From an optimization exercise on the open Yosys and OpenROAD flow, aimed at small area and a short achievable clock period; shortcuts taken in it are not production practice.
In this exercise RTL edits were held to simulation tests only and were not proved equivalent to the original.
Power is estimated from default activity; no workload was simulated.

==> module rs_entry_file, before the edit <==
module rs_entry_file (
    input  logic               clk,
    input  logic               rst,
    input  logic               flush,
    input  logic               dispatch_valid,
    input  rs_pkg::preg_t      dispatch_prs1,
    input  rs_pkg::preg_t      dispatch_prs2,
    input  rs_pkg::preg_t      dispatch_prd,
    input  rs_pkg::data_t      dispatch_src1_value,
    input  rs_pkg::data_t      dispatch_src2_value,
    input  logic               dispatch_src1_ready,
    input  logic               dispatch_src2_ready,
    input  rs_pkg::alu_op_t    dispatch_op,
    input  rs_pkg::rob_idx_t   dispatch_rob_idx,
    input  logic               cdb_valid,
    input  rs_pkg::preg_t      cdb_tag,
    input  rs_pkg::data_t      cdb_data,
    input  logic               issue_ack,
    output logic               issue_valid,
    output rs_pkg::preg_t      issue_prd,
    output rs_pkg::data_t      issue_src1,
    output rs_pkg::data_t      issue_src2,
    output rs_pkg::alu_op_t    issue_op,
    output rs_pkg::rob_idx_t   issue_rob_idx,
    output rs_pkg::rs_count_t  free_count,
    output logic               full,
    output logic               empty
);
    localparam int N = 8;
    localparam int T = 6;
    rs_pkg::rs_mask_t valid;
    rs_pkg::rs_mask_t issued;                   
    rs_pkg::rs_mask_t sel;                      
    logic             sel_any;
    logic [N-1:0][6-1:0] prd;
    logic [N-1:0][32-1:0] src1_val;
    logic [N-1:0][32-1:0] src2_val;
    rs_pkg::rs_mask_t                src1_rdy;
    rs_pkg::rs_mask_t                src2_rdy;
    logic [N-1:0][4-1:0]   op;
    logic [N-1:0][7-1:0]  rob_idx;
    logic [N-1:0][N-1:0] older;
    rs_pkg::rs_mask_t alloc_oh;
    rs_pkg::rs_mask_t we;                       
    rs_pkg::rs_mask_t wake1, wake2, release_m;
    rs_pkg::rs_mask_t older_disp;               
    rs_pkg::rs_mask_t next_ready;
    rs_pkg::rs_mask_t next_sel;
    logic [N-1:0][N-1:0] next_older;
    logic             clr;
    logic             d_hit1, d_hit2, d_rdy1, d_rdy2;
    rs_pkg::data_t    d_val1, d_val2;
    rs_alloc u_alloc (
        .free_mask (~valid),
        .alloc_oh  (alloc_oh)
    );
    assign clr = rst | flush;
    assign we  = dispatch_valid ? alloc_oh : '0;
    assign d_hit1 = cdb_valid && dispatch_prs1 == cdb_tag;
    assign d_hit2 = cdb_valid && dispatch_prs2 == cdb_tag;
    assign d_rdy1 = dispatch_src1_ready | d_hit1;
    assign d_rdy2 = dispatch_src2_ready | d_hit2;
    assign d_val1[32-1:T] = dispatch_src1_ready ? dispatch_src1_value[32-1:T] : cdb_data[32-1:T];
    assign d_val2[32-1:T] = dispatch_src2_ready ? dispatch_src2_value[32-1:T] : cdb_data[32-1:T];
    assign d_val1[T-1:0] = dispatch_src1_ready ? dispatch_src1_value[T-1:0] : d_hit1 ? cdb_data[T-1:0] : dispatch_prs1;
    assign d_val2[T-1:0] = dispatch_src2_ready ? dispatch_src2_value[T-1:0] : d_hit2 ? cdb_data[T-1:0] : dispatch_prs2;
    always_comb begin
        for (int i = 0; i < N; i++) begin
            wake1[i]      = cdb_valid && !src1_rdy[i] && src1_val[i][T-1:0] == cdb_tag;
            wake2[i]      = cdb_valid && !src2_rdy[i] && src2_val[i][T-1:0] == cdb_tag;
            release_m[i]  = cdb_valid && issued[i] && prd[i] == cdb_tag;
            older_disp[i] = dispatch_rob_idx < rob_idx[i];
            next_ready[i] = !clr && ((valid[i] && !issued[i] && !(issue_ack && sel[i]) &&
                                      (src1_rdy[i] || wake1[i]) && (src2_rdy[i] || wake2[i])) ||
                                     (we[i] && d_rdy1 && d_rdy2));
        end
        for (int i = 0; i < N; i++) begin
            for (int j = 0; j < N; j++) begin
                if (i < j)      next_older[i][j] = we[i] ? older_disp[j] : we[j] ? !older_disp[i] : older[i][j];
                else if (i > j) next_older[i][j] = !next_older[j][i];
                else            next_older[i][j] = 1'b0;
            end
        end
    end
    rs_select u_select (
        .ready_mask (next_ready),
        .older      (next_older),
        .sel_oh     (next_sel)
    );
    assign issue_valid = sel_any;
    always_comb begin
        issue_prd     = '0;
        issue_src1    = '0;
        issue_src2    = '0;
        issue_op      = '0;
        issue_rob_idx = '0;
        for (int i = 0; i < N; i++) begin
            issue_prd     = issue_prd     | (prd[i]      & {6{sel[i]}});
            issue_src1    = issue_src1    | (src1_val[i] & {32{sel[i]}});
            issue_src2    = issue_src2    | (src2_val[i] & {32{sel[i]}});
            issue_op      = issue_op      | (op[i]       & {4{sel[i]}});
            issue_rob_idx = issue_rob_idx | (rob_idx[i]  & {7{sel[i]}});
        end
    end
    always_comb begin
        free_count = '0;
        for (int i = 0; i < N; i++) free_count = free_count + rs_pkg::rs_count_t'(!valid[i]);
    end
    assign full  = &valid;
    assign empty = ~|valid;
    always_ff @(posedge clk) begin
        if (clr) begin
            valid   <= '0;
            issued  <= '0;
            sel     <= '0;
            sel_any <= 1'b0;
        end else begin
            valid   <= (valid & ~release_m) | we;
            issued  <= (issued & ~release_m) | (issue_ack ? sel : '0);
            sel     <= next_sel;
            sel_any <= |next_ready;
        end
    end
    always_ff @(posedge clk) begin
        for (int i = 0; i < N; i++) begin
            if (we[i]) begin
                prd[i]      <= dispatch_prd;
                op[i]       <= dispatch_op;
                rob_idx[i]  <= dispatch_rob_idx;
                src1_val[i] <= d_val1;
                src2_val[i] <= d_val2;
                src1_rdy[i] <= d_rdy1;
                src2_rdy[i] <= d_rdy2;
            end else begin
                if (wake1[i]) begin
                    src1_val[i] <= cdb_data;
                    src1_rdy[i] <= 1'b1;
                end
                if (wake2[i]) begin
                    src2_val[i] <= cdb_data;
                    src2_rdy[i] <= 1'b1;
                end
            end
            for (int j = i + 1; j < N; j++) older[i][j] <= next_older[i][j];
        end
    end
endmodule
export LEC_CHECK = 0
export CAP_MARGIN = 20
export CORE_MARGIN = 2
export CORE_UTILIZATION = 40
export SLEW_MARGIN = 20
create_clock -name core_clock -period 19.0 [get_ports {clk}]
run.sh (not shown) runs the stock make flow with config.mk's settings and CLKGATE_MAP_FILE= SYNTH_SCRIPT=/design/flow/synth_recipe.tcl, a recipe that flattens the netlist after the stock synthesis.
Then changed:
--- a/flow/design.v
+++ b/flow/design.v
@@ -135,26 +135,29 @@
             issue_src1    = issue_src1    | (src1_val[i] & {32{sel[i]}});
             issue_src2    = issue_src2    | (src2_val[i] & {32{sel[i]}});
             issue_op      = issue_op      | (op[i]       & {4{sel[i]}});
             issue_rob_idx = issue_rob_idx | (rob_idx[i]  & {7{sel[i]}});
         end
     end
-    always_comb begin
-        free_count = '0;
-        for (int i = 0; i < N; i++) free_count = free_count + rs_pkg::rs_count_t'(!valid[i]);
-    end
-    assign full  = &valid;
-    assign empty = ~|valid;
+    rs_pkg::rs_mask_t  next_valid;
+    rs_pkg::rs_count_t next_free;
+    assign next_valid = clr ? '0 : (valid & ~release_m) | we;
+    always_comb begin
+        next_free = '0;
+        for (int i = 0; i < N; i++) next_free = next_free + rs_pkg::rs_count_t'(!next_valid[i]);
+    end
     always_ff @(posedge clk) begin
+        free_count <= next_free;
+        full       <= &next_valid;
+        empty      <= ~|next_valid;
+        valid      <= next_valid;
         if (clr) begin
-            valid   <= '0;
             issued  <= '0;
             sel     <= '0;
             sel_any <= 1'b0;
         end else begin
-            valid   <= (valid & ~release_m) | we;
             issued  <= (issued & ~release_m) | (issue_ack ? sel : '0);
             sel     <= next_sel;
             sel_any <= |next_ready;
         end
     end
     always_ff @(posedge clk) begin
- The changed run completed without violations
- worst setup slack got worse by 0.36 ns
- total power rises by 1.9%
- routed wire length rises by 0.32%
- sequential power hardly moves
- register-to-register slack is worse by 0.77 ns
- cell count grows by 0.93%
- area after synthesis went up by 0.85%
- critical path depth went up by 4
- clock skew is lower by 0.0065 ns
- via count is about the same
- die area increases by 0.83%
- global-route usage came out lower by 0.62 points
- sequential cell count rose by 6
- clock power climbs by about 3%

static timing again, ports no longer ideal:
No port has a modelled driver above. Below, the same layouts with a new extraction and two added sets of constraints.
Step 1, drivers: a clkbuf_16 drives clk and a buf_2 each remaining input, both assumed.
Step 2 adds t to the input delays and takes it off the output delays; t is the mean of the earliest and latest rising clock arrival at the registers after step 1. Input paths then give back, and output paths get back, about the clock's delay inside the block.
a / b / c = ideal / step 1 / step 2; a / b = the first two.
run | t (ns) | setup slack, ns | worst setup path after step 2 | worst data-port slew with drivers (ns)
the first run | 0.697 | 11.528 / 11.462 / 11.301 | input to register | 0.11
the second run | 0.694 | 11.164 / 11.131 / 10.438 | input to register | 0.12
After both steps setup and hold are still met in every run listed. The setup slack of the second run, which loses most, moves by -0.033 ns with the drivers and by -0.726 ns with both steps.
